Background: an optimization exercise with open tools, aiming at small area and a short achievable clock period. Do not read the settings as production practice. Where RTL was checked, it was by simulation tests only, not by an equivalence proof against the original. Only the layout flow was run in runs 1 to 3; the RTL was not checked for function there. Power and IR drop assume default switching activity.

==> design.v <==
`timescale 1ns/1ps
`default_nettype none
package cnt_pkg;
  localparam int CNT_NUM = 4;
  localparam int CNT_W   = 32;
  localparam int INTR_W  = 2 * CNT_NUM;
endpackage
`default_nettype wire
`timescale 1ns/1ps
`default_nettype none
module cnt_apb_regs (
  input  logic [31:0]                 i_paddr,
  input  logic                        i_pwrite,
  input  logic                        i_psel,
  input  logic                        i_penable,
  output logic                        o_wr,
  output logic                        o_rd,
  output logic                        o_sel_trig,
  output logic                        o_sel_sts,
  output logic                        o_sel_mset,
  output logic                        o_sel_mclr,
  output logic [cnt_pkg::CNT_NUM-1:0] o_sel_ctrl,
  output logic [cnt_pkg::CNT_NUM-1:0] o_sel_tgt,
  output logic [cnt_pkg::CNT_NUM-1:0] o_sel_cnt,
  output logic [cnt_pkg::CNT_NUM-1:0] o_sel_cap
);
  logic       base;
  logic [3:0] ofs;
  assign o_wr = i_psel & ~i_penable & i_pwrite;
  assign o_rd = i_psel & ~i_penable & ~i_pwrite;
  assign base = ~|{i_paddr[31:7], i_paddr[1:0]};
  always_comb begin
    for (int k = 0; k < 4; k++) ofs[k] = (i_paddr[3:2] == k[1:0]);
  end
  assign o_sel_trig = base & (i_paddr[6:4] == 3'd0) & ofs[0];
  assign o_sel_sts  = base & (i_paddr[6:4] == 3'd0) & ofs[1];
  assign o_sel_mset = base & (i_paddr[6:4] == 3'd0) & ofs[2];
  assign o_sel_mclr = base & (i_paddr[6:4] == 3'd0) & ofs[3];
  for (genvar n = 0; n < cnt_pkg::CNT_NUM; n++) begin : g_sel
    logic blk;
    assign blk           = base & (i_paddr[6:4] == 3'(n + 2));
    assign o_sel_ctrl[n] = blk & ofs[0];
    assign o_sel_tgt[n]  = blk & ofs[1];
    assign o_sel_cnt[n]  = blk & ofs[2];
    assign o_sel_cap[n]  = blk & ofs[3];
  end
endmodule
`default_nettype wire
`timescale 1ns/1ps
`default_nettype none
module cnt_channel (
  input  logic        i_pclk,
  input  logic        i_prst_n,
  input  logic        i_wr,
  input  logic        i_rd,
  input  logic        i_sel_ctrl,
  input  logic        i_sel_tgt,
  input  logic        i_sel_cnt,
  input  logic        i_sel_cap,
  input  logic        i_glb_trig,    
  input  logic [31:0] i_wdata,
  input  logic        i_din_a,
  output logic        o_dout_a,
  output logic        o_dout_a_oen,
  output logic [31:0] o_rdata,       
  output logic        o_cmp_evt,
  output logic        o_cap_evt
);
  logic        en_q, edge_q, ovwr_q;
  logic [31:0] tgt_q;
  logic        tgt_vld_q;
  logic        clear_q;      
  logic        run_nx_q;     
  logic        run_q;
  logic [31:0] cnt_q;
  logic [31:0] cap_q;
  logic        full_q;
  logic        cap_vld_q;
  logic        dout_q, cmp_evt_q, cap_evt_q;
  logic        din_s1, din_s2, din_d;
  logic [31:0] cnt_tgl;
  logic ctrl_wr, glb, start_in, stop_in, clear_in;
  logic load, counting, eq, hit, edge_hit, cap_take, cap_read;
  assign ctrl_wr  = i_wr & i_sel_ctrl;
  assign glb      = i_glb_trig & en_q;
  assign start_in = (ctrl_wr & i_wdata[4]) | (glb & i_wdata[0]);
  assign stop_in  = (ctrl_wr & i_wdata[5]) | (glb & i_wdata[1]);
  assign clear_in = (ctrl_wr & i_wdata[6]) | (glb & i_wdata[2]);
  always_ff @(posedge i_pclk or negedge i_prst_n) begin
    if (!i_prst_n) begin
      en_q   <= 1'b0;
      edge_q <= 1'b0;
      ovwr_q <= 1'b0;
    end else if (ctrl_wr) begin
      en_q   <= i_wdata[0];
      edge_q <= i_wdata[1];
      ovwr_q <= i_wdata[2];
    end
  end
  always_ff @(posedge i_pclk) begin
    if (i_wr & i_sel_tgt) begin
      tgt_q <= i_wdata;
    end
  end
  always_ff @(posedge i_pclk or negedge i_prst_n) begin
    if (!i_prst_n) begin
      tgt_vld_q <= 1'b0;
    end else if (i_wr & i_sel_tgt) begin
      tgt_vld_q <= 1'b1;
    end
  end
  always_ff @(posedge i_pclk or negedge i_prst_n) begin
    if (!i_prst_n) begin
      clear_q  <= 1'b0;
      run_nx_q <= 1'b0;
      run_q    <= 1'b0;
    end else begin
      clear_q  <= clear_in;
      run_nx_q <= ~stop_in & (start_in | run_nx_q);
      run_q    <= run_nx_q;
    end
  end
  assign load     = i_wr & i_sel_cnt;
  assign counting = run_q & en_q;
  assign eq       = tgt_vld_q ? (cnt_q == tgt_q) : (cnt_q == 32'd0);
  assign hit      = counting & eq & ~clear_q & ~load;
  always_comb begin
    cnt_tgl[0] = counting;
    for (int i = 1; i < 32; i++) cnt_tgl[i] = counting & (&(cnt_q | ~((32'd1 << i) - 32'd1)));
  end
  always_ff @(posedge i_pclk or negedge i_prst_n) begin
    if (!i_prst_n) begin
      cnt_q <= '0;
    end else begin
      cnt_q <= ({32{~clear_q & load}} & i_wdata)
             | ({32{~clear_q & ~load & ~(counting & eq)}} & (cnt_q ^ cnt_tgl));
    end
  end
  always_ff @(posedge i_pclk or negedge i_prst_n) begin
    if (!i_prst_n) begin
      dout_q    <= 1'b0;
      cmp_evt_q <= 1'b0;
    end else begin
      dout_q    <= dout_q ^ hit;
      cmp_evt_q <= hit;
    end
  end
  always_ff @(posedge i_pclk or negedge i_prst_n) begin
    if (!i_prst_n) begin
      din_s1 <= 1'b0;
      din_s2 <= 1'b0;
      din_d  <= 1'b0;
    end else begin
      din_s1 <= i_din_a;
      din_s2 <= din_s1;
      din_d  <= din_s2;
    end
  end
  assign edge_hit = (din_s2 ^ din_d) & (din_d == edge_q);
  assign cap_take = en_q & edge_hit & (~full_q | ovwr_q);
  assign cap_read = i_rd & i_sel_cap;
  always_ff @(posedge i_pclk or negedge i_prst_n) begin
    if (!i_prst_n) begin
      full_q    <= 1'b0;
      cap_evt_q <= 1'b0;
    end else begin
      full_q    <= cap_take | (full_q & ~cap_read);
      cap_evt_q <= cap_take;
    end
  end
  always_ff @(posedge i_pclk) begin
    if (cap_take) begin
      cap_q <= cnt_q;
    end
  end
  always_ff @(posedge i_pclk or negedge i_prst_n) begin
    if (!i_prst_n) begin
      cap_vld_q <= 1'b0;
    end else if (cap_take) begin
      cap_vld_q <= 1'b1;
    end
  end
  assign o_rdata = ({32{i_sel_tgt & tgt_vld_q}} & tgt_q)
                 | ({32{i_sel_cnt}} & cnt_q)
                 | ({32{i_sel_cap & cap_vld_q}} & cap_q)
                 | ({32{i_sel_ctrl}} & {22'd0, full_q, run_q, 5'd0, ovwr_q, edge_q, en_q});
  assign o_dout_a     = dout_q;
  assign o_dout_a_oen = en_q;
  assign o_cmp_evt    = cmp_evt_q;
  assign o_cap_evt    = cap_evt_q;
endmodule
`default_nettype wire
`timescale 1ns/1ps
`default_nettype none
module cnt_intr_ctrl (
  input  logic                       i_pclk,
  input  logic                       i_prst_n,
  input  logic [cnt_pkg::INTR_W-1:0] i_evt,
  input  logic                       i_sts_clr_wr,
  input  logic                       i_mask_set_wr,
  input  logic                       i_mask_clr_wr,
  input  logic [cnt_pkg::INTR_W-1:0] i_data,
  output logic [cnt_pkg::INTR_W-1:0] o_sts,
  output logic [cnt_pkg::INTR_W-1:0] o_mask,
  output logic                       o_int
);
  logic [cnt_pkg::INTR_W-1:0] sts_q;
  logic [cnt_pkg::INTR_W-1:0] mask_q;
  logic                       int_q;
  always_ff @(posedge i_pclk or negedge i_prst_n) begin
    if (!i_prst_n) begin
      sts_q <= '0;
    end else begin
      sts_q <= (sts_q & ~({cnt_pkg::INTR_W{i_sts_clr_wr}} & i_data)) | i_evt;
    end
  end
  always_ff @(posedge i_pclk or negedge i_prst_n) begin
    if (!i_prst_n) begin
      mask_q <= '0;
    end else if (i_mask_set_wr) begin
      mask_q <= mask_q | i_data;
    end else if (i_mask_clr_wr) begin
      mask_q <= mask_q & ~i_data;
    end
  end
  always_ff @(posedge i_pclk or negedge i_prst_n) begin
    if (!i_prst_n) begin
      int_q <= 1'b0;
    end else begin
      int_q <= |(sts_q & mask_q);
    end
  end
  assign o_sts  = sts_q;
  assign o_mask = mask_q;
  assign o_int  = int_q;
endmodule
`default_nettype wire
`timescale 1ns/1ps
`default_nettype none
module counter_top (
  input  logic                        i_pclk,
  input  logic                        i_prst_n,
  input  logic [31:0]                 i_paddr,
  input  logic [31:0]                 i_pwdata,
  input  logic                        i_pwrite,
  input  logic                        i_psel,
  input  logic                        i_penable,
  output logic [31:0]                 o_prdata,
  input  logic [cnt_pkg::CNT_NUM-1:0] i_extern_din_a,
  output logic [cnt_pkg::CNT_NUM-1:0] o_extern_dout_a,
  output logic [cnt_pkg::CNT_NUM-1:0] o_extern_dout_a_oen,
  output logic                        o_int
);
  logic                           wr, rd;
  logic                           sel_trig, sel_sts, sel_mset, sel_mclr;
  logic [cnt_pkg::CNT_NUM-1:0]    sel_ctrl, sel_tgt, sel_cnt, sel_cap;
  logic [cnt_pkg::CNT_NUM*32-1:0] ch_rdata;
  logic [cnt_pkg::INTR_W-1:0]     intr_evt;
  logic [cnt_pkg::INTR_W-1:0]     intr_sts;
  logic [cnt_pkg::INTR_W-1:0]     intr_mask;
  logic [31:0]                    rdata;
  logic [31:0]                    prdata_q;
  cnt_apb_regs u_dec (
    .i_paddr    (i_paddr),
    .i_pwrite   (i_pwrite),
    .i_psel     (i_psel),
    .i_penable  (i_penable),
    .o_wr       (wr),
    .o_rd       (rd),
    .o_sel_trig (sel_trig),
    .o_sel_sts  (sel_sts),
    .o_sel_mset (sel_mset),
    .o_sel_mclr (sel_mclr),
    .o_sel_ctrl (sel_ctrl),
    .o_sel_tgt  (sel_tgt),
    .o_sel_cnt  (sel_cnt),
    .o_sel_cap  (sel_cap)
  );
  for (genvar n = 0; n < cnt_pkg::CNT_NUM; n++) begin : g_ch
    cnt_channel u_ch (
      .i_pclk       (i_pclk),
      .i_prst_n     (i_prst_n),
      .i_wr         (wr),
      .i_rd         (rd),
      .i_sel_ctrl   (sel_ctrl[n]),
      .i_sel_tgt    (sel_tgt[n]),
      .i_sel_cnt    (sel_cnt[n]),
      .i_sel_cap    (sel_cap[n]),
      .i_glb_trig   (wr & sel_trig),
      .i_wdata      (i_pwdata),
      .i_din_a      (i_extern_din_a[n]),
      .o_dout_a     (o_extern_dout_a[n]),
      .o_dout_a_oen (o_extern_dout_a_oen[n]),
      .o_rdata      (ch_rdata[32*n +: 32]),
      .o_cmp_evt    (intr_evt[2*n]),
      .o_cap_evt    (intr_evt[2*n+1])
    );
  end
  cnt_intr_ctrl u_intr (
    .i_pclk        (i_pclk),
    .i_prst_n      (i_prst_n),
    .i_evt         (intr_evt),
    .i_sts_clr_wr  (wr & sel_sts),
    .i_mask_set_wr (wr & sel_mset),
    .i_mask_clr_wr (wr & sel_mclr),
    .i_data        (i_pwdata[cnt_pkg::INTR_W-1:0]),
    .o_sts         (intr_sts),
    .o_mask        (intr_mask),
    .o_int         (o_int)
  );
  always_comb begin
    rdata = {24'd0, ({8{sel_sts}} & intr_sts) | ({8{sel_mset}} & intr_mask)};
    for (int n = 0; n < cnt_pkg::CNT_NUM; n++) rdata = rdata | ch_rdata[32*n +: 32];
  end
  always_ff @(posedge i_pclk) begin
    prdata_q <= rdata;
  end
  assign o_prdata = prdata_q;
endmodule
`default_nettype wire
==> flow/run.sh <==
#!/bin/bash
# Standard layout, with the port buffers made from plain buf_2 cells instead
# of the delay cells buffer_ports picks on its own.
set -euo pipefail
export BUFFER_PORTS_ARGS="-buffer_cell sky130_fd_sc_hd__buf_2"
bash standard.sh finish > make_finish.log 2>&1
==> standard.sh <==
#!/bin/bash
# synth_recipe.tcl (not shown) runs the flow's synth.tcl, then flattens the netlist and writes it again
# the make line also repeats each setting of config.mk as NAME=value (left out here)
make -C /OpenROAD-flow-scripts/flow DESIGN_CONFIG=/design/flow/config.mk WORK_HOME=/design/flow/orfs CLKGATE_MAP_FILE= SYNTH_SCRIPT=/design/flow/synth_recipe.tcl "${@:-finish}"
==> config.mk <==
export PLATFORM = sky130hd
export DESIGN_NAME = counter_top
export DESIGN_NICKNAME = counter_top
export VERILOG_FILES = /design/flow/design.v
export SDC_FILE = /design/flow/constraint.sdc
export NUM_CORES = 4
export LEC_CHECK = 0
export CAP_MARGIN = 20
export CORE_MARGIN = 2
export CORE_UTILIZATION = 40
export SETUP_SLACK_MARGIN = 0.6
export SLEW_MARGIN = 20
==> constraint.sdc <==
create_clock -name core_clock -period 3.5 [get_ports {i_pclk}]
set_input_delay 0.7000 -clock core_clock [delete_from_list [all_inputs] [get_ports {i_pclk}]]
set_output_delay 0.7000 -clock core_clock [all_outputs]
set_load 0.01 [all_outputs]
==> reports/results.ini, run 1 <==
[run_status]
status = finished clean

[place]
finalWeightedCongestion = 0.995
postPlaceCellArea_um2 = 25400
dpl.hpwl_um = 74600
port_buffers = 113
dp_slack_ns = 0.254

[sta]
rsz0062_at_grt = true
hold_viol = 0
max_freq_mhz = 347
timing.hold.ws_ns = 0.0816
slew_headroom_pct = 22.5
final_max_slew_viol_count = 0
setup_tns_ns = 0
setup_violations = 0
period_needed_ns = 2.88
period_share_pct = 82.3
clock_skew_ns = 0.0336
worst_pin_slew_ns = 1.16
setup_ws_ns = 0.619

[global_route]
antenna_found_initial = 6
grt_pass1_vias = 18574
grt_max_degree = 80
grt_pass1_wl_um = 146000
track_usage_pct = 34.8
grt_overflow_total = 0

[floorplan]
rows = 88
io_pins = 114
die_h_um = 245
fp.dieW_um = 245
die-area_um2 = 60000
core_area_um2 = 57600
initial_core_util_pct = 40.3

[logic_synthesis]
yosys.area.top_type_share_pct = 33.1
syn_nets = 2139
syn_area_per_cell_um2 = 11.3
synth_cells = 2062
seq_area_frac_synth_pct = 58.0
ys_types = 68
postSynth.asyncResetShare_pct = 41.6
synth.cell_area_um2 = 23200
synth_ff_type = edfxtp_1
synthTopCellsByArea = edfxtp_1 33%, dfrtp_1 22%, xor2_1 5.3%, xnor2_1 4.4%, nand2_1 4.2%
yosysTopAreaCell = edfxtp_1
synth_edf_count = 256
ys_ff_latch = 493
yosysWarnings = 4

[critical_path]
critPathCaptureType = flop
crit_type = reg2reg
critPathLaunchType = flop
crit_fanout = 32
arrival_ns = 3.38
cp.required_ns = 4.00

[pwr]
p_int_w = 0.00969
p_seq_share_pct = 48.8
peakVddDrop_mv = 0.353
power.leakage_nw = 10.2
swShare_pct = 22.3
power.switching_w = 0.00278
power.density_nw_per_um2 = 456
power.total_w = 0.0125
clockPowerShare_pct = 48.1
pwr-share-comb_pct = 3.1

[finish]
drive_above_1_share_pct = 19.0
final_nets = 2286
synthToLayoutAreaGrowth_pct = 17.9
fillers = 5259
design_area_um2 = 27400
final_cell_mix = 256 x nand2_1, 256 x edfxtp_1, 203 x dfrtp_1

[route]
drc_errors = 0
via_per_inst = 6.42
dr.first_iter.drc_count = 2903
firstDrtPassIters = 7
final_antenna_net_count = 0
wire_per_inst_um = 34.7
vias = 19416
routed_wl_um = 105000

[clock_tree]
cts_num_sinks = 493
clk_pin_slew_ns = 0.06
h-tree-depth = 2
ctsHoldBuffers = 0
cts_tree = done
numCtsBuffers = 55
cts.path.max_buffers = 3
cts_root_buf = clkbuf_16
clkLatencyLatePin_ns = 0.64

[job]
cap_violations = 0

[worst_hold_path]
hold_class = in2async

-- worst paths after layout --
kind                                                  from                               end  slack, ns  depth (start not counted)
setup / recovery           g_ch[1].u_ch.cnt_q[2]$_DFF_PN0_  g_ch[1].u_ch.cnt_q[17]$_DFF_PN0_       0.62                          8
hold / removal                                    i_prst_n     g_ch[0].u_ch.din_s2$_DFF_PN0_       0.08                          1
setup reg to reg           g_ch[1].u_ch.cnt_q[2]$_DFF_PN0_  g_ch[1].u_ch.cnt_q[17]$_DFF_PN0_       0.62                          8
hold reg to reg              g_ch[2].u_ch.din_s1$_DFF_PN0_     g_ch[2].u_ch.din_s2$_DFF_PN0_       0.35                          0
max in group asynchronous                         i_prst_n  g_ch[2].u_ch.cnt_q[12]$_DFF_PN0_       2.55                          2
min in group core_clock                  i_extern_din_a[2]     g_ch[2].u_ch.din_s1$_DFF_PN0_       0.20                          1
-- synthesized netlist by cell type, drive strengths merged, types with 7 or more instances --
master	count
a22oi	88
nor2b	9
o22ai	27
nor3	24
buf	63
a222oi	17
and2	22
a21oi	37
nand3	67
a21o	8
a31oi	18
xnor2	116
or2	7
mux2	16
a221oi	20
a32oi	25
nor4	64
mux2i	26
inv	18
dfxtp	32
a22o	14
xor2	140
clkbuf	107
edfxtp	256
nand4	61
nor2	68
and3	23
and4	11
or4	7
dfrtp	205
o21ai	156
nand2	258
nand2b	17
-- state kept, by name, summed over array words and instances (netlist names), named ones only --
name,cells
g_ch.u_ch.cap_evt_q,4
g_ch.u_ch.cap_q,128
g_ch.u_ch.cap_vld_q,4
g_ch.u_ch.clear_q,4
g_ch.u_ch.cmp_evt_q,4
g_ch.u_ch.cnt_q,128
g_ch.u_ch.din_d,4
g_ch.u_ch.din_s1,4
g_ch.u_ch.din_s2,4
g_ch.u_ch.dout_q,4
g_ch.u_ch.edge_q,4
g_ch.u_ch.en_q,4
g_ch.u_ch.full_q,4
g_ch.u_ch.ovwr_q,4
g_ch.u_ch.run_nx_q,4
g_ch.u_ch.run_q,4
g_ch.u_ch.tgt_q,128
g_ch.u_ch.tgt_vld_q,4
prdata_q,32
u_intr.int_q,1
u_intr.sts_q,8
-- power groups by stage --
stage | Clock (W) | Sequential, W | Combinational [W]
3_3_place_gp | 0 | 0.00621 | 0.000367
6_report | 0.00600 | 0.00609 | 0.000382
3_5_place_dp | 0 | 0.00621 | 0.000370
5_1_grt | 0.00626 | 0.00609 | 0.000395
4_1_cts | 0.00604 | 0.00609 | 0.000371
2_1_floorplan | 0 | 0.00621 | 0.000115
-- per-layer routing --
layer | share of wire (%) | vias to the layer above | GRT usage, %
li1 | - | 7885 | -
met1 | 40 | 9801 | 48.3
met2 | 43 | 1460 | 51.8
met3 | 12 | 266 | 9.44
met4 | 4.8 | 4 | 14.0
met5 | 0.026 | - | 0
-- area by class of cell --
class	instances	area, um2	area share [%]
repair buffers	260	1850	6.78
flip-flops and latches	493	13500	49.2
clock inverters	27	228	0.832
well taps	765	957	3.50
inverters	18	67.6	0.247
clock buffers	77	1650	6.01
diodes	2	5.00	0.0183
multi-input cells	1381	9140	33.4
-- cell families after synthesis --
group	share of synthesized area [%]
simple gates	14.4
mux	1.90
buf+inv	3.56
xor+xnor	9.66
flops	58.0
compound gates	12.3
fa+ha+maj	0.216
-- worst max-delay path, stage by stage, from the launching register on --
cell and delay (ns):
dfrtp_1 0.55, xnor2_2 0.42, nand4_1 0.22, nor4_1 0.57, nand3_1 0.16, a21boi_1 0.22
nand2b_1 0.18, buf_12 0.25, o21ai_0 0.14
-- timing repair --
| action | CTS | global route |
|---|---|---|
| setup endpoints to repair | 65 | 91 |
| resized for setup | 2 | 13 |
| buffers inserted | 0 | 3 |
| pin swaps | 1 | 4 |
-- stage by stage --
step / instances / utilization [%]
after floorplan: 2062 / -
after global placement: 2914 / 44.1
after detailed placement: 2914 / 44.1
after CTS: 3018 / 47.3
after global routing: 3021 / 47.5
final: 3023 / 47.5
==> inputs of run 2 (changes only) <==
==> flow/run.sh (replaced) <==
#!/bin/bash
# Standard layout with two changes: the port buffers are plain buf_2 cells
# instead of the delay cells buffer_ports picks on its own, and clock tree
# synthesis adds no dummy loads.
set -euo pipefail
export BUFFER_PORTS_ARGS="-buffer_cell sky130_fd_sc_hd__buf_2"
export CTS_ARGS="-sink_clustering_enable -repair_clock_nets -dont_use_dummy_load"
bash standard.sh finish > make_finish.log 2>&1
--- a/config.mk
+++ b/config.mk
@@ -8,5 +8,6 @@
 export CAP_MARGIN = 20
 export CORE_MARGIN = 2
 export CORE_UTILIZATION = 40
-export SETUP_SLACK_MARGIN = 0.6
+export GPL_TIMING_DRIVEN = 0
+export SETUP_SLACK_MARGIN = 1.0
 export SLEW_MARGIN = 20
==> run 2 against run 1 <==
Cell area rose by 6.7%. Largest power group unchanged. Sequential power about the same. Clock power decreased by 17%. Largest cell class unchanged. Global-route usage is 4.0 points higher. Non-clock buffer count up 130. Combinational power rose by 9.7%. Count of clock-buffer cells in the layout shrank 22. Sequential share of layout area shrank 3.0 points.
==> reports/results.ini, run 2 <==
[pwr]
power.total_w = 0.0115  ; -7.7%
power.density_nw_per_um2 = 394  ; -13%
pwr-share-comb_pct = 3.6  ; +0.5 points
swShare_pct = 22.5  ; +0.21 points
p_int_w = 0.00892  ; -7.9%
power.leakage_nw = 11.1  ; +8.6%
clockPowerShare_pct = 43.4  ; -4.7 points
peakVddDrop_mv = 0.356  ; +0.79%
p_seq_share_pct = 52.9  ; +4.1 points
power.switching_w = 0.00259  ; -6.8%

[finish]
drive_above_1_share_pct = 28.4  ; +9.4 points
final_nets = 2416  ; +5.7%
final_cell_mix = 256 x edfxtp_1, 247 x nand2_1, 177 x dfrtp_1
synthToLayoutAreaGrowth_pct = 25.7
final_common_cell = edfxtp_1
reg_top3 = g_ch.u_ch.cap_q x128, g_ch.u_ch.cnt_q x128, g_ch.u_ch.tgt_q x128
postLayoutCoreUtil_pct = 50.7  ; +3.2 points

[sta]
rsz0062_at_grt = true
period_share_pct = 75.9  ; -6.4 points
period_needed_ns = 2.66  ; -0.225 ns
timing.hold.ws_ns = 0.201  ; +0.119 ns
worst_pin_slew_ns = 1.20  ; +0.0434 ns
slew_headroom_pct = 19.9  ; -2.5 points
final_max_slew_viol_count = 0  ; unchanged
hold_viol = 0  ; unchanged
setup_violations = 0  ; unchanged
max_freq_mhz = 376  ; +8.5%
setup_ws_ns = 0.844  ; +0.225 ns
clock_skew_ns = 0.0541  ; +0.0205 ns

[clock_tree]
cts_num_sinks = 493  ; unchanged
cts_tree = done
h-tree-depth = 2  ; unchanged
cts_root_buf = clkbuf_16
numCtsBuffers = 55  ; unchanged
clk_pin_slew_ns = 0.06  ; about the same
clkLatencyLatePin_ns = 0.64  ; about the same
cts.path.max_buffers = 3  ; unchanged

[critical_path]
critPathLaunchType = flop
crit_chain = buf_6, xnor2_4, nand4_1, nor4_2, nand3_1, a21bo_4, nand2_8, clkbuf_16, o21ai_0
rr_worst_depth = 9  ; +1
critPathCaptureType = flop
cp.required_ns = 3.98  ; -0.02 ns
crit_type = reg2reg
slowest_delay_ns = 0.39  ; -0.18 ns
cp-startpoint = g_ch[2].u_ch.cnt_q[4]$_DFF_PN0_
r2r-end = g_ch[2].u_ch.cnt_q[2]$_DFF_PN0_
crit_fanout = 5  ; -84%
arrival_ns = 3.14  ; -0.24 ns
rr_startpoint = g_ch[2].u_ch.cnt_q[4]$_DFF_PN0_
ff2ff_setup_slack_ns = 0.84  ; +0.22 ns
timing.critical_path.slowest_stage_cell = dfrtp_1

[floorplan]
die_h_um = 245  ; unchanged
die-area_um2 = 60000  ; unchanged
fp.dieW_um = 245  ; unchanged
io_pins = 114  ; unchanged
initial_core_util_pct = 40.3  ; unchanged
core_area_um2 = 57600  ; unchanged
rows = 88  ; unchanged

[logic_synthesis]
seq_area_frac_synth_pct = 58.0  ; unchanged
postSynth.asyncResetShare_pct = 41.6  ; unchanged
synth_ff_type = edfxtp_1
ys_types = 68  ; unchanged
synthTopCellsByArea = edfxtp_1 33%, dfrtp_1 22%, xor2_1 5.3%, xnor2_1 4.4%, nand2_1 4.2%
yosysTopAreaCell = edfxtp_1
synth_cells = 2062  ; unchanged
syn_area_per_cell_um2 = 11.3  ; unchanged
synth.most_common_cell = nand2_1
synth.cell_area_um2 = 23200  ; unchanged
yosysWarnings = 4  ; unchanged
ys_ff_latch = 493  ; unchanged
synth_edf_count = 256  ; unchanged
yosys.area.top_type_share_pct = 33.1  ; unchanged
syn_nets = 2139  ; unchanged
synthTopCellsByCount = 257 x nand2_1, 256 x edfxtp_1, 205 x dfrtp_1

[worst_hold_path]
hold_class = in2reg
hold_end = g_ch[2].u_ch.din_s1$_DFF_PN0_
hp-start = i_extern_din_a[2]
hold_path_depth = 1

[job]
cap_violations = 0  ; unchanged

[place]
dpl.hpwl_um = 83400  ; +12%
port_buffers = 113  ; unchanged
finalWeightedCongestion = 1.03  ; +3.5%
dp_slack_ns = -0.958  ; -1.21 ns

[route]
firstDrtPassIters = 7  ; unchanged
vias = 20659  ; +6.4%
routed_wl_um = 120000  ; +14%
wire_per_inst_um = 38.5  ; +11%
final_antenna_net_count = 0  ; unchanged
dr.first_iter.drc_count = 3789  ; +31%
drc_errors = 0  ; unchanged
via_per_inst = 6.65  ; +3.6%

[global_route]
grt_overflow_total = 0  ; unchanged
antenna_found_initial = 6  ; unchanged
track_usage_pct = 38.8  ; +4.0 points
grt_pass1_vias = 19095  ; +2.8%
grt_max_degree = 86  ; +7.5%
grt_pass1_wl_um = 159000  ; +8.7%

[run_status]
status = finished clean

-- run 2: cell counts after synthesis --
Identical to the previous run, type by type.
-- run 2: worst max path at each step --
stage	slack, ns	end
after floorplan	0.59	g_ch[1].u_ch.tgt_q[0]$_DFFE_PP_
after global placement	-2.26	g_ch[2].u_ch.cnt_q[16]$_DFF_PN0_
after detailed placement	-0.96	g_ch[0].u_ch.tgt_q[17]$_DFFE_PP_
after CTS	0.97	g_ch[3].u_ch.cnt_q[4]$_DFF_PN0_
after global routing	0.84	g_ch[2].u_ch.cnt_q[23]$_DFF_PN0_
final	0.84	g_ch[2].u_ch.cnt_q[2]$_DFF_PN0_
-- run 2: through the flow --
step	std cells	setup TNS (ns)	instance area, um2
2_1_floorplan	2062	0	23400
5_1_grt	3102	0	29200
6_report	3105	0	29200
4_1_cts	3051	0	28000
3_5_place_dp	2959	-63.44	25200
3_3_place_gp	2940	-687.18	24900
-- run 2: critical path, delay by kind of cell, from the launching register on --
| kind | cells | cell delay [ns] |
|---|---|---|
| XOR/XNOR | 1 | 0.37 |
| buffers and inverters | 2 | 0.36 |
| AO/OA/AOI/OAI | 2 | 0.42 |
| flip-flops | 1 | 0.39 |
| AND/OR/NAND/NOR | 4 | 1.00 |
-- run 2: cells by family after synthesis --
family | Yosys count | share of synthesized area [%]
fa+ha+maj | 4 | 0.216
simple gates | 647 | 14.4
compound gates | 432 | 12.3
flops | 493 | 58.0
buf+inv | 188 | 3.56
mux | 42 | 1.90
xor+xnor | 256 | 9.66
-- run 2: routing by layer --
| metal | routed length, um | track usage [%] | vias up |
|---|---|---|---|
| met4 | 8030 | 19.6 | 6 |
| met1 | 44200 | 51.4 | 10383 |
| met5 | 37 | 0 | - |
| li1 | - | - | 8119 |
| met2 | 50500 | 56.7 | 1715 |
| met3 | 16900 | 13.1 | 436 |
-- run 2: timing repair --
action                     CTS  global route
hold endpoints to repair    39             0
setup endpoints to repair  329           251
resized for setup          264           282
hold buffers                 1             0
setup buffers               35            43
gates cloned                 1             8
pin swaps                   29            89
-- run 2: final cells by class --
type | count | area, um2
fill | 5174 | 28400
sequential | 493 | 13500
multi-input combinational | 1381 | 10100
timing repair buffer | 220 | 1860
clock buffer | 55 | 1380
buffer | 170 | 1290
tap | 765 | 957
inverter | 18 | 70.1
antenna | 3 | 7.51
-- run 2: power groups by stage --
stage | sequential (W) | combinational, W | clock, W
after global placement | 0.00621 | 0.000371 | 0
after global routing | 0.00609 | 0.000424 | 0.00524
after floorplan | 0.00621 | 0.000117 | 0
final | 0.00609 | 0.000419 | 0.00500
after detailed placement | 0.00621 | 0.000384 | 0
after CTS | 0.00609 | 0.000398 | 0.00502
==> inputs of run 3 (changes only) <==
==> flow/run.sh (replaced) <==
#!/bin/bash
# Standard layout with three changes: the port buffers are plain buf_2 cells
# instead of the delay cells buffer_ports picks on its own, and clock tree
# synthesis adds no dummy loads and builds the tree from clkbuf_4/clkbuf_8.
set -euo pipefail
export BUFFER_PORTS_ARGS="-buffer_cell sky130_fd_sc_hd__buf_2"
export CTS_ARGS="-sink_clustering_enable -repair_clock_nets -dont_use_dummy_load -buf_list {sky130_fd_sc_hd__clkbuf_4 sky130_fd_sc_hd__clkbuf_8}"
bash standard.sh finish > make_finish.log 2>&1
--- a/config.mk
+++ b/config.mk
@@ -8,6 +8,5 @@
 export CAP_MARGIN = 20
 export CORE_MARGIN = 2
 export CORE_UTILIZATION = 40
-export GPL_TIMING_DRIVEN = 0
 export SETUP_SLACK_MARGIN = 1.0
 export SLEW_MARGIN = 20
==> run 3 against run 2 <==
Register-to-register slack lost 0.03 ns. Critical endpoint is now g_ch[3].u_ch.cnt_q[28]$_DFF_PN0_. Synthesized cell count is the same. Count of clock-buffer cells in the layout grew 33. Clock power shrank 12%. Die area is the same. Core utilization shrank 2.0 points. Largest cell class unchanged. Combinational power shrank 4.8%. Clock skew grew 0.018 ns.
==> reports/results.ini, run 3 <==
[run_status]
status = finished clean

[logic_synthesis]
synthTopCellsByCount = 257 x nand2_1, 256 x edfxtp_1, 205 x dfrtp_1
synth_mux_area_share_pct = 1.90  ; unchanged
yosysTopAreaCell = edfxtp_1
synth_edf_count = 256  ; unchanged
syn_nets = 2139  ; unchanged
synth.cell_area_um2 = 23200  ; unchanged
seq_area_frac_synth_pct = 58.0  ; unchanged
synth_xor_area_share_pct = 9.66  ; unchanged
syn_area_per_cell_um2 = 11.3  ; unchanged
yosysWarnings = 4  ; unchanged
synth_cells = 2062  ; unchanged
synth.most_common_cell = nand2_1
synth_top_family_by_area = simple AND/OR/NAND/NOR gates
ys_ff_latch = 493  ; unchanged
synth_ff_type = edfxtp_1
synthSimpleGateAreaFrac_pct = 14.4  ; unchanged
postSynth.asyncResetShare_pct = 41.6  ; unchanged
ys_types = 68  ; unchanged
synthTopCellsByArea = edfxtp_1 33%, dfrtp_1 22%, xor2_1 5.3%, xnor2_1 4.4%, nand2_1 4.2%
yosys.area.top_type_share_pct = 33.1  ; unchanged
synth_compound_area_share_pct = 12.3  ; unchanged
synthAdderAreaFrac_pct = 0.216  ; unchanged

[route]
wl_met2_um = 47500  ; -5.9%
final_antenna_net_count = 0  ; unchanged
wl_met3_um = 13300  ; -21%
drc_errors = 0  ; unchanged
routed_wl_um = 109000  ; -9.0%
firstDrtPassIters = 6  ; -1
drt-met1-wl_um = 42600  ; -3.5%
dr.first_iter.drc_count = 3200  ; -16%
wire_per_inst_um = 35.5  ; -7.9%
dr.max_layer_used = met5
vias = 19991  ; -3.2%
via_per_inst = 6.52  ; -2.0%

[global_route]
antenna_found_initial = 11  ; +5
track_usage_pct = 35.8  ; -3.1 points
grt_pass1_vias = 18832  ; -1.4%
grt_max_degree = 73  ; -15%
grt_pass1_wl_um = 149000  ; -5.9%
grt_overflow_total = 0  ; unchanged

[finish]
final_nets = 2376  ; -1.7%
final_cell_mix = 256 x edfxtp_1, 253 x nand2_1, 175 x buf_4
drive_above_1_share_pct = 27.1  ; -1.3 points
reg_top3 = g_ch.u_ch.cap_q x128, g_ch.u_ch.cnt_q x128, g_ch.u_ch.tgt_q x128
synthToLayoutAreaGrowth_pct = 20.8
postLayoutCoreUtil_pct = 48.7  ; -2.0 points
final_common_cell = edfxtp_1

[worst_hold_path]
hold_class = in2reg

[sta]
setup_violations = 0  ; unchanged
period_needed_ns = 2.68  ; +0.0275 ns
clock_skew_ns = 0.0723  ; +0.0182 ns
hold_viol = 0  ; unchanged
setup_tns_ns = 0  ; unchanged
slew_headroom_pct = 42.5  ; +23 points
period_share_pct = 76.7  ; +0.79 points
max_freq_mhz = 373  ; -1.0%
rsz0062_at_grt = true
final_max_slew_viol_count = 0  ; unchanged
worst_pin_slew_ns = 0.863  ; -0.338 ns

[clock_tree]
numCtsBuffers = 88  ; +60%
clk_pin_slew_ns = 0.06  ; about the same
h-tree-depth = 3  ; +1
cts_tree = done
clkLatencyLatePin_ns = 0.71  ; +0.07 ns
cts.path.max_buffers = 3  ; unchanged
cts_num_sinks = 493  ; unchanged
cts_root_buf = clkbuf_8

[critical_path]
crit_type = reg2reg
rr_startpoint = g_ch[3].u_ch.cnt_q[24]$_DFF_PN0_
cp-startpoint = g_ch[3].u_ch.cnt_q[24]$_DFF_PN0_
critPathCaptureType = flop
critPathLaunchType = flop
crit_path_end = g_ch[3].u_ch.cnt_q[28]$_DFF_PN0_
cp.required_ns = 4.06  ; +0.08 ns
arrival_ns = 3.24  ; +0.10 ns
crit_fanout = 8  ; +3
r2r-end = g_ch[3].u_ch.cnt_q[28]$_DFF_PN0_
rr_worst_depth = 11  ; +2
ff2ff_setup_slack_ns = 0.82  ; -0.03 ns

[floorplan]
initial_core_util_pct = 40.3  ; unchanged
die_h_um = 245  ; unchanged
die-area_um2 = 60000  ; unchanged
rows = 88  ; unchanged
io_pins = 114  ; unchanged
fp.dieW_um = 245  ; unchanged
core_area_um2 = 57600  ; unchanged

[pwr]
pwr-share-comb_pct = 3.7  ; about the same
p_int_w = 0.00840  ; -5.8%
swShare_pct = 23.1  ; +0.56 points
peakVddDrop_mv = 0.225  ; -37%
power.leakage_nw = 10.5  ; -5.3%
clockPowerShare_pct = 40.5  ; -2.9 points
power.switching_w = 0.00252  ; -2.8%
power.total_w = 0.0109  ; -5.1%
p_seq_share_pct = 55.8  ; +2.9 points
power.density_nw_per_um2 = 389  ; -1.3%

[place]
port_buffers = 113  ; unchanged
finalWeightedCongestion = 1.01  ; -2.3%
dpl.hpwl_um = 75400  ; -9.6%

[job]
cap_violations = 0  ; unchanged

-- run 3: power groups by stage --
stage / sequential [W] / combinational (W) / clock, W
after floorplan: 0.00621 / 0.000117 / 0
after global placement: 0.00621 / 0.000383 / 0
after detailed placement: 0.00621 / 0.000386 / 0
after CTS: 0.00610 / 0.000388 / 0.00447
after global routing: 0.00609 / 0.000411 / 0.00472
final: 0.00610 / 0.000399 / 0.00442
-- run 3: cell type report --
| class | instances | area (um2) |
|---|---|---|
| antenna | 5 | 12.5 |
| tap | 765 | 957 |
| sequential | 493 | 13500 |
| fill | 5190 | 29500 |
| clock buffer | 88 | 1210 |
| inverter | 18 | 67.6 |
| timing repair buffer | 317 | 2440 |
| multi-input combinational | 1381 | 9830 |
-- run 3: worst min-delay path by stage --
stage                                        from                             to  cells past startpoint
floorplan           g_ch[0].u_ch.din_s1$_DFF_PN0_  g_ch[0].u_ch.din_s2$_DFF_PN0_                      0
finish                          i_extern_din_a[2]  g_ch[2].u_ch.din_s1$_DFF_PN0_                      1
global placement    g_ch[2].u_ch.din_s1$_DFF_PN0_  g_ch[2].u_ch.din_s2$_DFF_PN0_                      0
global route                    i_extern_din_a[2]  g_ch[2].u_ch.din_s1$_DFF_PN0_                      1
CTS                             i_extern_din_a[2]  g_ch[2].u_ch.din_s1$_DFF_PN0_                      1
detailed placement  g_ch[2].u_ch.din_s1$_DFF_PN0_  g_ch[2].u_ch.din_s2$_DFF_PN0_                      0
-- run 3: worst max-delay path: stages, from the launching register on --
cell and delay, ns:
dfrtp_2 0.45, buf_4 0.15, nor4_2 0.34, nand2_1 0.20, nor4_2 0.32, nand2_1 0.14, a21boi_2 0.17, buf_4 0.15
nand2b_4 0.20, buf_12 0.15, clkbuf_16 0.18, o21ai_0 0.09
-- run 3: logic make-up after synthesis --
logic type / Yosys count
AOI/OAI and AO/OA: 432
xor gates and xnor gates: 256
adders and majority gates: 4
buffers and inverters: 188
DFF: 493
muxes: 42
and+or+nand+nor: 647
-- run 3: metal layers --
metal / vias to the layer above / GRT usage, %
met3: 311 / 8.60
met2: 1599 / 52.9
met4: 6 / 16.6
met1: 10071 / 49.6
met5: - / 0
li1: 8004 / -
-- run 3: stage by stage --
step | cell area (um2) | hold WS, ns | cells | setup slack (ns)
finish | 28000 | 0.113 | 3067 | 0.816
global route | 28000 | 0.0813 | 3065 | 0.798
CTS | 27400 | 0.0796 | 3034 | 0.886
detailed placement | 25500 | 0.336 | 2925 | 0.353
global placement | 25500 | 0.332 | 2925 | 0.334
floorplan | 23400 | 0.331 | 2062 | 0.588
-- run 3: timing repair --
| item | in CTS | in global routing |
|---|---|---|
| cloned | 3 | 3 |
| endpoints found under the setup margin | 129 | 129 |
| pin swaps | 28 | 25 |
| gates resized for setup | 116 | 102 |
| endpoints found under the hold margin | 3 | 0 |
| hold buffers | 1 | 0 |
| buffers inserted | 17 | 25 |
==> inputs of run 4 (changes only) <==
--- a/design.v
+++ b/design.v
@@ -68,7 +68,6 @@
 );
   logic        en_q, edge_q, ovwr_q;
   logic [31:0] tgt_q;
-  logic        tgt_vld_q;
   logic        clear_q;      
   logic        run_nx_q;     
   logic        run_q;
@@ -97,16 +96,11 @@
       ovwr_q <= i_wdata[2];
     end
   end
-  always_ff @(posedge i_pclk) begin
-    if (i_wr & i_sel_tgt) begin
-      tgt_q <= i_wdata;
-    end
-  end
   always_ff @(posedge i_pclk or negedge i_prst_n) begin
     if (!i_prst_n) begin
-      tgt_vld_q <= 1'b0;
+      tgt_q <= '0;
     end else if (i_wr & i_sel_tgt) begin
-      tgt_vld_q <= 1'b1;
+      tgt_q <= i_wdata;
     end
   end
   always_ff @(posedge i_pclk or negedge i_prst_n) begin
@@ -122,7 +116,7 @@
   end
   assign load     = i_wr & i_sel_cnt;
   assign counting = run_q & en_q;
-  assign eq       = tgt_vld_q ? (cnt_q == tgt_q) : (cnt_q == 32'd0);
+  assign eq       = (cnt_q == tgt_q);
   assign hit      = counting & eq & ~clear_q & ~load;
   always_comb begin
     cnt_tgl[0] = counting;
@@ -180,7 +174,7 @@
       cap_vld_q <= 1'b1;
     end
   end
-  assign o_rdata = ({32{i_sel_tgt & tgt_vld_q}} & tgt_q)
+  assign o_rdata = ({32{i_sel_tgt}} & tgt_q)
                  | ({32{i_sel_cnt}} & cnt_q)
                  | ({32{i_sel_cap & cap_vld_q}} & cap_q)
                  | ({32{i_sel_ctrl}} & {22'd0, full_q, run_q, 5'd0, ovwr_q, edge_q, en_q});
==> run 4 against run 3 <==
Largest cell class unchanged. Count of clock-buffer cells in the layout unchanged. Via count decreased by 1.0%. Sequential cell count decreased by 4. Clock power about the same. Clock skew increased by 0.016 ns. Critical path depth decreased by 4. Setup slack improved by 0.20 ns. Sequential share of layout area decreased by 1.7 points. Global-route usage decreased by 4.4 points. Non-clock buffer count decreased by 54. Die area increased by 1.1%. Highest routed layer unchanged. Hold slack improved by 0.016 ns.
==> reports/results.ini, run 4 <==
[global_route]
grt_pass1_wl_um = 137000  ; -8.2%
grt_overflow_total = 0  ; unchanged
grt_max_degree = 85  ; +16%
antenna_found_initial = 3  ; -8
track_usage_pct = 31.4  ; -4.4 points
grt_pass1_vias = 19281  ; +2.4%

[sta]
rsz0062_at_grt = true
setup_tns_ns = 0  ; unchanged
hold_viol = 0  ; unchanged
setup_violations = 0  ; unchanged
final_max_slew_viol_count = 0  ; unchanged
period_needed_ns = 2.48  ; -0.200 ns
period_share_pct = 71.0  ; -5.7 points
clock_skew_ns = 0.0883  ; +0.0159 ns
max_freq_mhz = 403  ; +8.0%
slew_headroom_pct = 31.8  ; -11 points
worst_pin_slew_ns = 1.02  ; +0.161 ns

[clock_tree]
cts.path.max_buffers = 3  ; unchanged
numCtsBuffers = 88  ; unchanged
h-tree-depth = 3  ; unchanged
cts_root_buf = clkbuf_8
clkLatencyLatePin_ns = 0.71  ; about the same
cts_num_sinks = 489  ; -0.81%
cts_tree = done
clk_pin_slew_ns = 0.05  ; about the same

[floorplan]
core_area_um2 = 57900  ; +0.57%
rows = 88  ; unchanged
die-area_um2 = 60600  ; +1.1%
die_h_um = 246  ; +0.57%
fp.dieW_um = 246  ; +0.57%
initial_core_util_pct = 40.5  ; +0.23 points
io_pins = 114  ; unchanged

[finish]
fillers = 5383  ; +3.7%
final_nets = 2442  ; +2.8%
regArea_um2 = 12700  ; -5.7%
drive_above_1_share_pct = 24.2  ; -2.9 points
reg_top3 = g_ch.u_ch.cap_q x128, g_ch.u_ch.cnt_q x128, g_ch.u_ch.tgt_q x128
multi_input_area_um2 = 10400  ; +5.4%
final_common_cell = dfrtp_1
synthToLayoutAreaGrowth_pct = 16.6
final_cell_mix = 306 x dfrtp_1, 272 x nand2_1, 143 x o21ai_0

[critical_path]
rr_startpoint = g_ch[2].u_ch.cnt_q[0]$_DFF_PN0_
path_buf_inv = 1  ; -3
cp.required_ns = 4.09  ; +0.03 ns
timing.critical_path.slowest_stage_cell = dfrtp_1
crit_fanout = 6  ; -2
crit_chain = xnor2_1, nand4_1, nor3_1, nand3_1, a211oi_2, buf_4, xor2_1
crit_type = reg2reg
ff2ff_setup_slack_ns = 1.02  ; +0.20 ns
critPathCaptureType = flop
arrival_ns = 3.07  ; -0.17 ns
critPathLaunchType = flop
slowest_delay_ns = 0.47  ; +0.02 ns
rr_worst_depth = 7  ; -4
r2r-end = g_ch[2].u_ch.dout_q$_DFF_PN0_
critical_path.top_delay_family = simple AND/OR/NAND/NOR gates

[logic_synthesis]
yosysTopAreaCell = dfrtp_1
synthTopCellsByArea = dfrtp_1 35%, edfxtp_1 16%, mux2_2 6.6%, xnor2_1 5.3%, nand2_1 4.4%
yosysWarnings = 4  ; unchanged
synth.most_common_cell = dfrtp_1
synth_ff_type = dfrtp_1
yosys.area.top_type_share_pct = 35.1  ; +1.9 points
postSynth.asyncResetShare_pct = 67.3  ; +26 points
syn_area_per_cell_um2 = 10.8  ; -3.7%
seq_area_frac_synth_pct = 54.2  ; -3.8 points
synth.cell_area_um2 = 23500  ; +1.2%
ys_types = 61  ; -10%
ys_ff_latch = 489  ; -0.81%
synth_edf_count = 128  ; -50%
synthTopCellsByCount = 329 x dfrtp_1, 274 x nand2_1, 143 x o21ai_0
syn_nets = 2244  ; +4.9%
synth_cells = 2167  ; +5.1%

[pwr]
pwr-share-comb_pct = 3.5  ; -0.2 points
power.switching_w = 0.00251  ; -0.41%
p_seq_share_pct = 54.9  ; -0.9 points
clockPowerShare_pct = 41.6  ; +1.1 points
power.density_nw_per_um2 = 389  ; -0.22%
power.leakage_nw = 11.3  ; +6.9%
power.total_w = 0.0106  ; -2.6%
peakVddDrop_mv = 0.273  ; +21%
swShare_pct = 23.6  ; +0.51 points
p_int_w = 0.00813  ; -3.2%

[worst_hold_path]
hold_class = in2reg
hold_end = g_ch[1].u_ch.din_s1$_DFF_PN0_
hold_path_depth = 1  ; unchanged
hp-start = i_extern_din_a[1]

[route]
wl_met3_um = 10800  ; -19%
drt-met1-wl_um = 37500  ; -12%
drc_errors = 0  ; unchanged
dr.first_iter.drc_count = 2759  ; -14%
wl_met2_um = 41200  ; -13%
final_antenna_net_count = 0  ; unchanged
vias = 19792  ; -1.0%
wire_per_inst_um = 30.3  ; -15%
dr.max_layer_used = met5
via_per_inst = 6.33  ; -3.0%
routed_wl_um = 94900  ; -13%
firstDrtPassIters = 6  ; unchanged

[place]
port_buffers = 113  ; unchanged
dpl.hpwl_um = 66100  ; -12%
finalWeightedCongestion = 1.00  ; -0.54%

[job]
cap_violations = 0  ; unchanged

[run_status]
status = finished clean

## run 4: worst max path at each step
stage,start,cells past startpoint,slack [ns],end
2_1_floorplan,i_paddr[29],7,0.46,g_ch[1].u_ch.full_q$_DFF_PN0_
3_3_place_gp,i_paddr[15],9,0.34,prdata_q[3]$_DFF_P_
3_5_place_dp,i_paddr[15],9,0.33,prdata_q[3]$_DFF_P_
4_1_cts,g_ch[3].u_ch.cnt_q[12]$_DFF_PN0_,6,0.90,g_ch[3].u_ch.cnt_q[31]$_DFF_PN0_
5_1_grt,i_paddr[15],7,0.99,g_ch[1].u_ch.full_q$_DFF_PN0_
6_report,g_ch[2].u_ch.cnt_q[0]$_DFF_PN0_,7,1.02,g_ch[2].u_ch.dout_q$_DFF_PN0_
## run 4: cells by family (layout without fill, tap and decap cells)
group / count (synthesis) / after routing / share of synthesized area (%)
DFF: 489 / 489 / 54.2
xor gates and xnor gates: 256 / 256 / 9.55
AOI/OAI and AO/OA: 418 / 418 / 11.8
muxes: 163 / 163 / 7.69
buffers and inverters: 187 / 383 / 3.17
adders and majority gates: 4 / 4 / 0.213
and+or+nand+nor: 650 / 650 / 13.4
other: 0 / 1 / 0
## run 4: layout make-up
type / count / share of cell area, %
inverter: 32 / 0.443
timing repair buffer: 263 / 7.23
sequential: 489 / 46.6
antenna: 1 / 0.00914
clock buffer: 88 / 4.42
multi-input combinational: 1491 / 37.8
tap: 765 / 3.50
## run 4: worst reg2reg max path, stage by stage (launching register included)
cell	delay (ns)
dfrtp_1	0.47
xnor2_1	0.41
nand4_1	0.37
nor3_1	0.31
nand3_1	0.18
a211oi_2	0.33
buf_4	0.18
xor2_1	0.14
## run 4: per-stage QoR
| stage | area (um2) | hold slack, ns | utilization (%) | cells | setup WS (ns) |
|---|---|---|---|---|---|
| after global routing | 27400 | 0.126 | 47.3 | 3129 | 0.991 |
| after global placement | 25700 | 0.337 | 44.4 | 3020 | 0.343 |
| final | 27400 | 0.129 | 47.3 | 3129 | 1.02 |
| after floorplan | 23600 | 0.331 | - | 2167 | 0.464 |
| after detailed placement | 25700 | 0.337 | 44.4 | 3020 | 0.332 |
| after CTS | 27100 | 0.0915 | 46.8 | 3112 | 0.898 |
## run 4: power groups by stage
stage | Combinational [W] | Sequential (W) | Clock (W)
finish | 0.000371 | 0.00585 | 0.00442
floorplan | 0.0000937 | 0.00595 | 0
global route | 0.000390 | 0.00584 | 0.00473
CTS | 0.000365 | 0.00585 | 0.00448
global placement | 0.000359 | 0.00595 | 0
detailed placement | 0.000362 | 0.00595 | 0
## run 4: repair_timing
action,in CTS,in global routing
resized for setup,30,39
endpoints found under the hold margin,17,0
hold buffers,1,0
pin swaps,9,18
buffers inserted,2,16
gates cloned,1,0
setup endpoints to repair,99,136
## run 4: layer usage
metal / track usage [%] / up-vias
li1: - / 8197
met1: 42.7 / 9959
met2: 47.2 / 1335
met3: 7.20 / 299
met4: 15.4 / 2
met5: 0 / -
==> inputs of run 5 (changes only) <==
--- a/config.mk
+++ b/config.mk
@@ -7,6 +7,7 @@
 export LEC_CHECK = 0
 export CAP_MARGIN = 20
 export CORE_MARGIN = 2
-export CORE_UTILIZATION = 40
+export CORE_UTILIZATION = 55
+export PLACE_DENSITY = 0.7
 export SETUP_SLACK_MARGIN = 1.0
 export SLEW_MARGIN = 20
==> run 5 against run 4 <==
Still clean on timing, DRC and antenna. Wire length shrank 2.4%. Hold slack lost 0.098 ns. Power shrank 1.8%. Register-to-register slack lost 0.08 ns. Fmax shrank 3.1%. Area after synthesis is the same. Global-route usage grew 10 points. Critical path depth grew 1. Highest routed layer is now met4.
==> reports/results.ini, run 5 <==
[sta]
period_needed_ns = 2.56  ; +0.0805 ns
hold_viol = 0  ; unchanged
max_freq_mhz = 390  ; -3.1%
rsz0062_at_grt = true
slew_headroom_pct = 26.8  ; -4.9 points
worst_pin_slew_ns = 1.09  ; +0.0671 ns
clock_skew_ns = 0.0375  ; -0.0508 ns
setup_tns_ns = 0  ; unchanged
setup_violations = 0  ; unchanged
final_max_slew_viol_count = 0  ; unchanged
period_share_pct = 73.3  ; +2.3 points
timing.hold.ws_ns = 0.0304  ; -0.0981 ns

[logic_synthesis]
synth_cells = 2167  ; unchanged
ys_ff_latch = 489  ; unchanged
yosysWarnings = 4  ; unchanged
ys_types = 61  ; unchanged
postSynth.asyncResetShare_pct = 67.3  ; unchanged
yosysTopAreaCell = dfrtp_1
seq_area_frac_synth_pct = 54.2  ; unchanged
syn_nets = 2244  ; unchanged
yosys.area.top_type_share_pct = 35.1  ; unchanged
synth_ff_type = dfrtp_1
synthTopCellsByArea = dfrtp_1 35%, edfxtp_1 16%, mux2_2 6.6%, xnor2_1 5.3%, nand2_1 4.4%
synth_edf_count = 128  ; unchanged
synth.most_common_cell = dfrtp_1
synthTopCellsByCount = 329 x dfrtp_1, 274 x nand2_1, 143 x o21ai_0
synth.cell_area_um2 = 23500  ; unchanged
syn_area_per_cell_um2 = 10.8  ; unchanged

[pwr]
p_int_w = 0.00801  ; -1.5%
clockPowerShare_pct = 40.5  ; -1.1 points
swShare_pct = 23.3  ; -0.28 points
power.switching_w = 0.00243  ; -3.0%
power.leakage_nw = 11.3  ; about the same
power.total_w = 0.0104  ; -1.8%
power.density_nw_per_um2 = 385  ; -0.84%
peakVddDrop_mv = 0.266  ; -2.5%
p_seq_share_pct = 55.9  ; +1.0 points
pwr-share-comb_pct = 3.6  ; about the same

[clock_tree]
cts_tree = done
cts.path.max_buffers = 3  ; unchanged
numCtsBuffers = 83  ; -5.7%
cts_root_buf = clkbuf_8
cts_num_sinks = 489  ; unchanged
h-tree-depth = 3  ; unchanged
clk_pin_slew_ns = 0.06  ; about the same
clkLatencyLatePin_ns = 0.66  ; -0.05 ns
ctsHoldBuffers = 0  ; -1

[route]
via_per_inst = 6.96  ; +10%
wire_per_inst_um = 32.0  ; +5.5%
final_antenna_net_count = 0  ; unchanged
firstDrtPassIters = 11  ; +5
routed_wl_um = 92600  ; -2.4%
dr.first_iter.drc_count = 3236  ; +17%
drc_errors = 0  ; unchanged
vias = 20148  ; +1.8%

[critical_path]
crit_chain = xnor2_1, nand4_1, nor4_1, buf_4, nand3_1, a211oi_2, buf_4, xor2_1
critPathLaunchType = flop
cp.required_ns = 4.07  ; -0.02 ns
critPathCaptureType = flop
arrival_ns = 3.13  ; +0.06 ns
timing.critical_path.slowest_stage_cell = xnor2_1
crit_type = reg2reg
crit_fanout = 3  ; -3
rr_worst_depth = 8  ; +1
slowest_delay_ns = 0.49  ; +0.02 ns
cp_common_cell = buf_4

[floorplan]
io_pins = 114  ; unchanged
rows = 75  ; -15%
fp.dieW_um = 211  ; -14%
die_h_um = 211  ; -14%
initial_core_util_pct = 55.8  ; +15 points
die-area_um2 = 44400  ; -27%
core_area_um2 = 42000  ; -27%

[finish]
reg_top3 = g_ch.u_ch.cap_q x128, g_ch.u_ch.cnt_q x128, g_ch.u_ch.tgt_q x128
final_common_cell = dfrtp_1
drive_above_1_share_pct = 24.0  ; -0.22 points
synthToLayoutAreaGrowth_pct = 15.5
final_nets = 2434  ; -0.33%
final_cell_mix = 318 x dfrtp_1, 271 x nand2_1, 143 x o21ai_0

[job]
cap_violations = 0  ; unchanged

[place]
finalWeightedCongestion = 1.02  ; +1.5%
dpl.hpwl_um = 62900  ; -4.9%
port_buffers = 113  ; unchanged

[worst_hold_path]
hold_class = in2async

[global_route]
grt_max_degree = 84  ; -1.2%
grt_pass1_vias = 19456  ; +0.91%
met2_usage_pct = 59.7  ; +12 points
use_met1_pct = 55.4  ; +13 points
track_usage_pct = 41.5  ; +10 points
grt_pass1_wl_um = 132000  ; -3.7%
grt_overflow_total = 0  ; unchanged
grt.met3_usage_pct = 13.1  ; +5.9 points
antenna_found_initial = 2  ; -1
busiest_layer = met2

[run_status]
status = finished clean

==> run 5: cell counts after synthesis <==
No cell type changed its count.
==> run 5: per-stage QoR <==
stage | worst slack (ns) | instances | cell area (um2) | util (%)
4_1_cts | 0.963 | 2878 | 26800 | 63.6
3_3_place_gp | 0.295 | 2783 | 25300 | 60.3
2_1_floorplan | 0.464 | 2167 | 23600 | -
6_report | 0.936 | 2896 | 27100 | 64.5
3_5_place_dp | 0.266 | 2783 | 25300 | 60.3
5_1_grt | 0.959 | 2895 | 27100 | 64.5
==> run 5: final cells by class <==
class                   count  area, um2
fillers                  3337      14900
flip-flops and latches    489      12700
multi-input cells        1491      10400
repair buffers            260       1990
clock buffers              83       1140
well taps                 539        674
inverters                  32        120
diodes                      2       5.00
==> run 5: critical path, delay by kind of cell (launching register included) <==
kind	cells	cell delay [ns]
XOR/XNOR	2	0.63
buffers and inverters	2	0.41
AND/OR/NAND/NOR	3	0.62
AO/OA/AOI/OAI	1	0.38
flip-flops	1	0.43
==> run 5: power by group through the flow <==
stage | logic (W) | clock network, W | registers [W]
2_1_floorplan | 0.0000937 | 0 | 0.00595
3_3_place_gp | 0.000354 | 0 | 0.00595
5_1_grt | 0.000388 | 0.00446 | 0.00584
4_1_cts | 0.000357 | 0.00423 | 0.00584
6_report | 0.000372 | 0.00423 | 0.00584
3_5_place_dp | 0.000356 | 0 | 0.00595
==> run 5: metal layers <==
layer | up-vias | wire length (um)
met5 | - | 0
met4 | 0 | 5920
met3 | 375 | 13800
met2 | 1711 | 38900
met1 | 9869 | 34000
li1 | 8193 | -
==> run 5: final timing paths <==
path / start / end / slack [ns]
max: g_ch[2].u_ch.cnt_q[28]$_DFF_PN0_ / g_ch[2].u_ch.dout_q$_DFF_PN0_ / 0.94
min: i_prst_n / g_ch[3].u_ch.din_s1$_DFF_PN0_ / 0.03
max reg2reg: g_ch[2].u_ch.cnt_q[28]$_DFF_PN0_ / g_ch[2].u_ch.dout_q$_DFF_PN0_ / 0.94
min in group core_clock: i_extern_din_a[0] / g_ch[0].u_ch.din_s1$_DFF_PN0_ / 0.16
max in group asynchronous: i_prst_n / g_ch[3].u_ch.cnt_q[9]$_DFF_PN0_ / 2.47
min reg2reg: g_ch[2].u_ch.din_s1$_DFF_PN0_ / g_ch[2].u_ch.din_s2$_DFF_PN0_ / 0.35
==> run 5: what timing repair did <==
action	CTS	global route
resized for setup	35	43
gates cloned	2	2
setup buffers	10	14
pin swaps	10	12
setup endpoints to repair	181	187
==> run 5: cell families (layout without fill, tap and decap cells) <==
family | Yosys count | in the layout | share of synthesized area (%)
xor gates and xnor gates | 256 | 256 | 9.55
buffers and inverters | 187 | 375 | 3.17
adders and majority gates | 4 | 4 | 0.213
other | 0 | 2 | 0
DFF | 489 | 489 | 54.2
and+or+nand+nor | 650 | 650 | 13.4
AOI/OAI and AO/OA | 418 | 418 | 11.8
muxes | 163 | 163 | 7.69
==> inputs of run 6 (changes only) <==
==> flow/run.sh (replaced) <==
#!/bin/bash
# Standard layout, with the port buffers made from plain buf_2 cells instead
# of the delay cells buffer_ports picks on its own.
set -euo pipefail
export BUFFER_PORTS_ARGS="-buffer_cell sky130_fd_sc_hd__buf_2"
bash standard.sh finish > make_finish.log 2>&1
--- a/config.mk
+++ b/config.mk
@@ -7,7 +7,6 @@
 export LEC_CHECK = 0
 export CAP_MARGIN = 20
 export CORE_MARGIN = 2
-export CORE_UTILIZATION = 55
-export PLACE_DENSITY = 0.7
+export CORE_UTILIZATION = 40
 export SETUP_SLACK_MARGIN = 1.0
 export SLEW_MARGIN = 20
==> run 6 against run 5 <==
Area after synthesis is the same. Critical path type unchanged. Still clean. Global-route usage down 10 points. Cell area rose by 3.2%.
==> reports/results.ini, run 6 <==
[run_status]
status = finished clean

[critical_path]
cp.required_ns = 4.04  ; -0.03 ns
critPathLaunchType = flop
critPathCaptureType = flop
crit_chain = nand4_1, nor2_2, nand3_1, or4_1, xor2_1, o21ai_0
slowest_delay_ns = 0.60  ; +0.11 ns
arrival_ns = 3.07  ; -0.06 ns
crit_type = reg2reg
crit_fanout = 5  ; +2
timing.critical_path.slowest_stage_cell = or4_1

[floorplan]
io_pins = 114  ; unchanged
core_area_um2 = 57900  ; +38%
die_h_um = 246  ; +17%
die-area_um2 = 60600  ; +37%
rows = 88  ; +17%
initial_core_util_pct = 40.5  ; -15 points
fp.dieW_um = 246  ; +17%

[finish]
final_common_cell = dfrtp_1
synthToLayoutAreaGrowth_pct = 19.2
final_cell_mix = 302 x dfrtp_1, 272 x nand2_1, 143 x o21ai_0
final_nets = 2407  ; -1.1%
reg_top3 = g_ch.u_ch.cap_q x128, g_ch.u_ch.cnt_q x128, g_ch.u_ch.tgt_q x128
drive_above_1_share_pct = 24.2  ; +0.17 points
fillers = 5334  ; +60%

[clock_tree]
clkLatencyLatePin_ns = 0.62  ; -0.04 ns
cts_tree = done
cts_root_buf = clkbuf_16
h-tree-depth = 2  ; -1
clk_pin_slew_ns = 0.06  ; about the same
numCtsBuffers = 52  ; -37%
cts.path.max_buffers = 3  ; unchanged
cts_num_sinks = 489  ; unchanged

[route]
final_antenna_net_count = 0  ; unchanged
routed_wl_um = 96300  ; +4.0%
vias = 19812  ; -1.7%
drt-met1-wl_um = 38200  ; +12%
wire_per_inst_um = 30.7  ; -4.1%
wl_met3_um = 10700  ; -23%
drc_errors = 0  ; unchanged
firstDrtPassIters = 7  ; -4
via_per_inst = 6.31  ; -9.3%
wl_met2_um = 42000  ; +7.9%
dr.first_iter.drc_count = 2689  ; -17%
dr.max_layer_used = met4

[sta]
hold_viol = 0  ; unchanged
period_needed_ns = 2.53  ; -0.0323 ns
worst_pin_slew_ns = 1.01  ; -0.0811 ns
setup_violations = 0  ; unchanged
timing.hold.ws_ns = 0.0464  ; +0.0160 ns
period_share_pct = 72.3  ; -0.92 points
setup_tns_ns = 0  ; unchanged
setup_ws_ns = 0.968  ; +0.0323 ns
final_max_slew_viol_count = 0  ; unchanged
max_freq_mhz = 395  ; +1.3%
rsz0062_at_grt = true
clock_skew_ns = 0.0217  ; -0.0158 ns
slew_headroom_pct = 32.7  ; +5.9 points

[place]
dp_slack_ns = 0.332  ; +0.0657 ns
dpl.hpwl_um = 66100  ; +5.2%
finalWeightedCongestion = 1.00  ; -1.5%
port_buffers = 113  ; unchanged

[logic_synthesis]
synthTopCellsByCount = 329 x dfrtp_1, 274 x nand2_1, 143 x o21ai_0
synth.most_common_cell = dfrtp_1
seq_area_frac_synth_pct = 54.2  ; unchanged
yosysTopAreaCell = dfrtp_1
ys_types = 61  ; unchanged
synth.cell_area_um2 = 23500  ; unchanged
yosys.area.top_type_share_pct = 35.1  ; unchanged
ys_ff_latch = 489  ; unchanged
yosysWarnings = 4  ; unchanged
synth_cells = 2167  ; unchanged
synth_ff_type = dfrtp_1
postSynth.asyncResetShare_pct = 67.3  ; unchanged
syn_area_per_cell_um2 = 10.8  ; unchanged
syn_nets = 2244  ; unchanged
synthTopCellsByArea = dfrtp_1 35%, edfxtp_1 16%, mux2_2 6.6%, xnor2_1 5.3%, nand2_1 4.4%
synth_edf_count = 128  ; unchanged

[pwr]
p_int_w = 0.00919  ; +15%
power.total_w = 0.0119  ; +14%
power.density_nw_per_um2 = 424  ; +10%
pwr-share-comb_pct = 3.2  ; -0.4 points
clockPowerShare_pct = 47.7  ; +7.2 points
peakVddDrop_mv = 0.336  ; +27%
power.switching_w = 0.00268  ; +10%
power.leakage_nw = 11.5  ; +2.3%
p_seq_share_pct = 49.2  ; -6.7 points
swShare_pct = 22.6  ; -0.73 points

[global_route]
antenna_found_initial = 4  ; +2
grt_overflow_total = 0  ; unchanged
grt_pass1_vias = 19103  ; -1.8%
grt_pass1_wl_um = 136000  ; +3.5%
grt_max_degree = 85  ; +1.2%
track_usage_pct = 31.2  ; -10 points

[worst_hold_path]
hold_class = in2async

[job]
cap_violations = 0  ; unchanged

## run 6: cell counts after synthesis
No cell type changed its count.
## run 6: repair_timing
action                     CTS  global route
hold buffers                 0             0
setup endpoints to repair  105           259
pin swaps                   13            17
gates resized for setup     31            58
buffers inserted             7            11
cloned                       0             3
## run 6: worst max-delay path: cells and delay by family, from the launching register on
family	cells	cell delay [ns]
AOI/OAI and AO/OA	1	0.15
and+or+nand+nor	4	1.66
xor gates and xnor gates	1	0.16
DFF	1	0.48
## run 6: power by group through the flow
stage / clock network [W] / registers (W) / logic, W
after global routing: 0.00593 / 0.00583 / 0.000391
after floorplan: 0 / 0.00595 / 0.0000937
after CTS: 0.00571 / 0.00584 / 0.000364
after detailed placement: 0 / 0.00595 / 0.000362
final: 0.00566 / 0.00584 / 0.000374
after global placement: 0 / 0.00595 / 0.000359
## run 6: path summary, 6_finish.rpt
kind                                                    endpoint  slack [ns]  depth (start not counted)                     startpoint
worst max-delay path            g_ch[3].u_ch.cnt_q[31]$_DFF_PN0_        0.97                          6   g_ch[3].u_ch.run_q$_DFF_PN0_
worst min-delay path             g_ch[3].u_ch.ovwr_q$_DFFE_PN0N_        0.05                          1                       i_prst_n
worst max register to register  g_ch[3].u_ch.cnt_q[31]$_DFF_PN0_        0.97                          6   g_ch[3].u_ch.run_q$_DFF_PN0_
worst min register to register     g_ch[1].u_ch.din_s2$_DFF_PN0_        0.35                          0  g_ch[1].u_ch.din_s1$_DFF_PN0_
max in group asynchronous       g_ch[0].u_ch.cnt_q[15]$_DFF_PN0_        2.44                          2                       i_prst_n
min in group core_clock            g_ch[2].u_ch.din_s1$_DFF_PN0_        0.18                          1              i_extern_din_a[2]
## run 6: layer usage
metal / vias up / track usage (%)
met1: 9931 / 42.3
met3: 333 / 7.36
li1: 8194 / -
met4: 0 / 14.8
met2: 1354 / 47.0
met5: - / 0
## run 6: per-stage QoR
| step | cell area [um2] | utilization (%) | instances |
|---|---|---|---|
| 5_1_grt | 28000 | 48.3 | 3138 |
| 3_5_place_dp | 25700 | 44.4 | 3020 |
| 3_3_place_gp | 25700 | 44.4 | 3020 |
| 4_1_cts | 27600 | 47.7 | 3123 |
| 2_1_floorplan | 23600 | - | 2167 |
| 6_report | 28000 | 48.3 | 3141 |
## run 6: kinds of logic after synthesis
| family | after synthesis | share of synthesized area, % |
|---|---|---|
| adder cells (fa/ha/maj) | 4 | 0.213 |
| AO/OA/AOI/OAI | 418 | 11.8 |
| AND/OR/NAND/NOR | 650 | 13.4 |
| flip-flops | 489 | 54.2 |
| buffers and inverters | 187 | 3.17 |
| multiplexers | 163 | 7.69 |
| XOR/XNOR | 256 | 9.55 |
## run 6: cell type report
| type | instances | area [um2] | share of cell area, % |
|---|---|---|---|
| antenna | 4 | 10.0 | 0.0358 |
| clock buffer | 80 | 1630 | 5.83 |
| clock inverter | 16 | 104 | 0.371 |
| inverter | 32 | 124 | 0.443 |
| multi-input combinational | 1491 | 10400 | 37.1 |
| sequential | 489 | 12800 | 45.6 |
| tap | 765 | 957 | 3.42 |
| timing repair buffer | 264 | 2020 | 7.22 |

[port drivers added, routing unchanged]
In the flow no input, the clock included, has a driving cell. The finished layouts below were timed again as built, in two steps.
Step 1, drivers: a clkbuf_16 drives i_pclk and a buf_2 each remaining input, both assumed.
Step 2 adds t to the input delays and takes it off the output delays; t is the mean of the earliest and latest rising clock arrival at the registers after step 1. Input paths then give back, and output paths get back, about the clock's delay inside the block.
Three values: ideal ports, drivers, drivers and shift; two values: the first two.
| run | t (ns) | setup slack, ns | worst setup path after step 2 | latest minus earliest clock arrival (ns) | worst register clock-pin slew, ns |
|---|---|---|---|---|---|
| run 1 | 0.678 | 0.619 / 0.619 / 0.076 | input to register | 0.035 / 0.034 | 0.07 / 0.07 |
| run 2 | 0.668 | 0.844 / 0.844 / 0.285 | input to register | 0.054 / 0.054 | 0.06 / 0.06 |
| run 3 | 0.738 | 0.816 / 0.816 / 0.264 | input to register | 0.072 / 0.072 | 0.07 / 0.07 |
| run 4 | 0.724 | 1.016 / 1.016 / 0.328 | input to register | 0.088 / 0.089 | 0.06 / 0.06 |
| run 5 | 0.694 | 0.936 / 0.936 / 0.333 | input to register | 0.037 / 0.038 | 0.06 / 0.06 |
| run 6 | 0.674 | 0.968 / 0.968 / 0.340 | input to register | 0.022 / 0.022 | 0.07 / 0.07 |
After both steps every run listed still meets setup and hold. For run 4, which loses most, drivers alone change the setup slack by 0.000 ns; drivers and shift together by -0.688 ns.
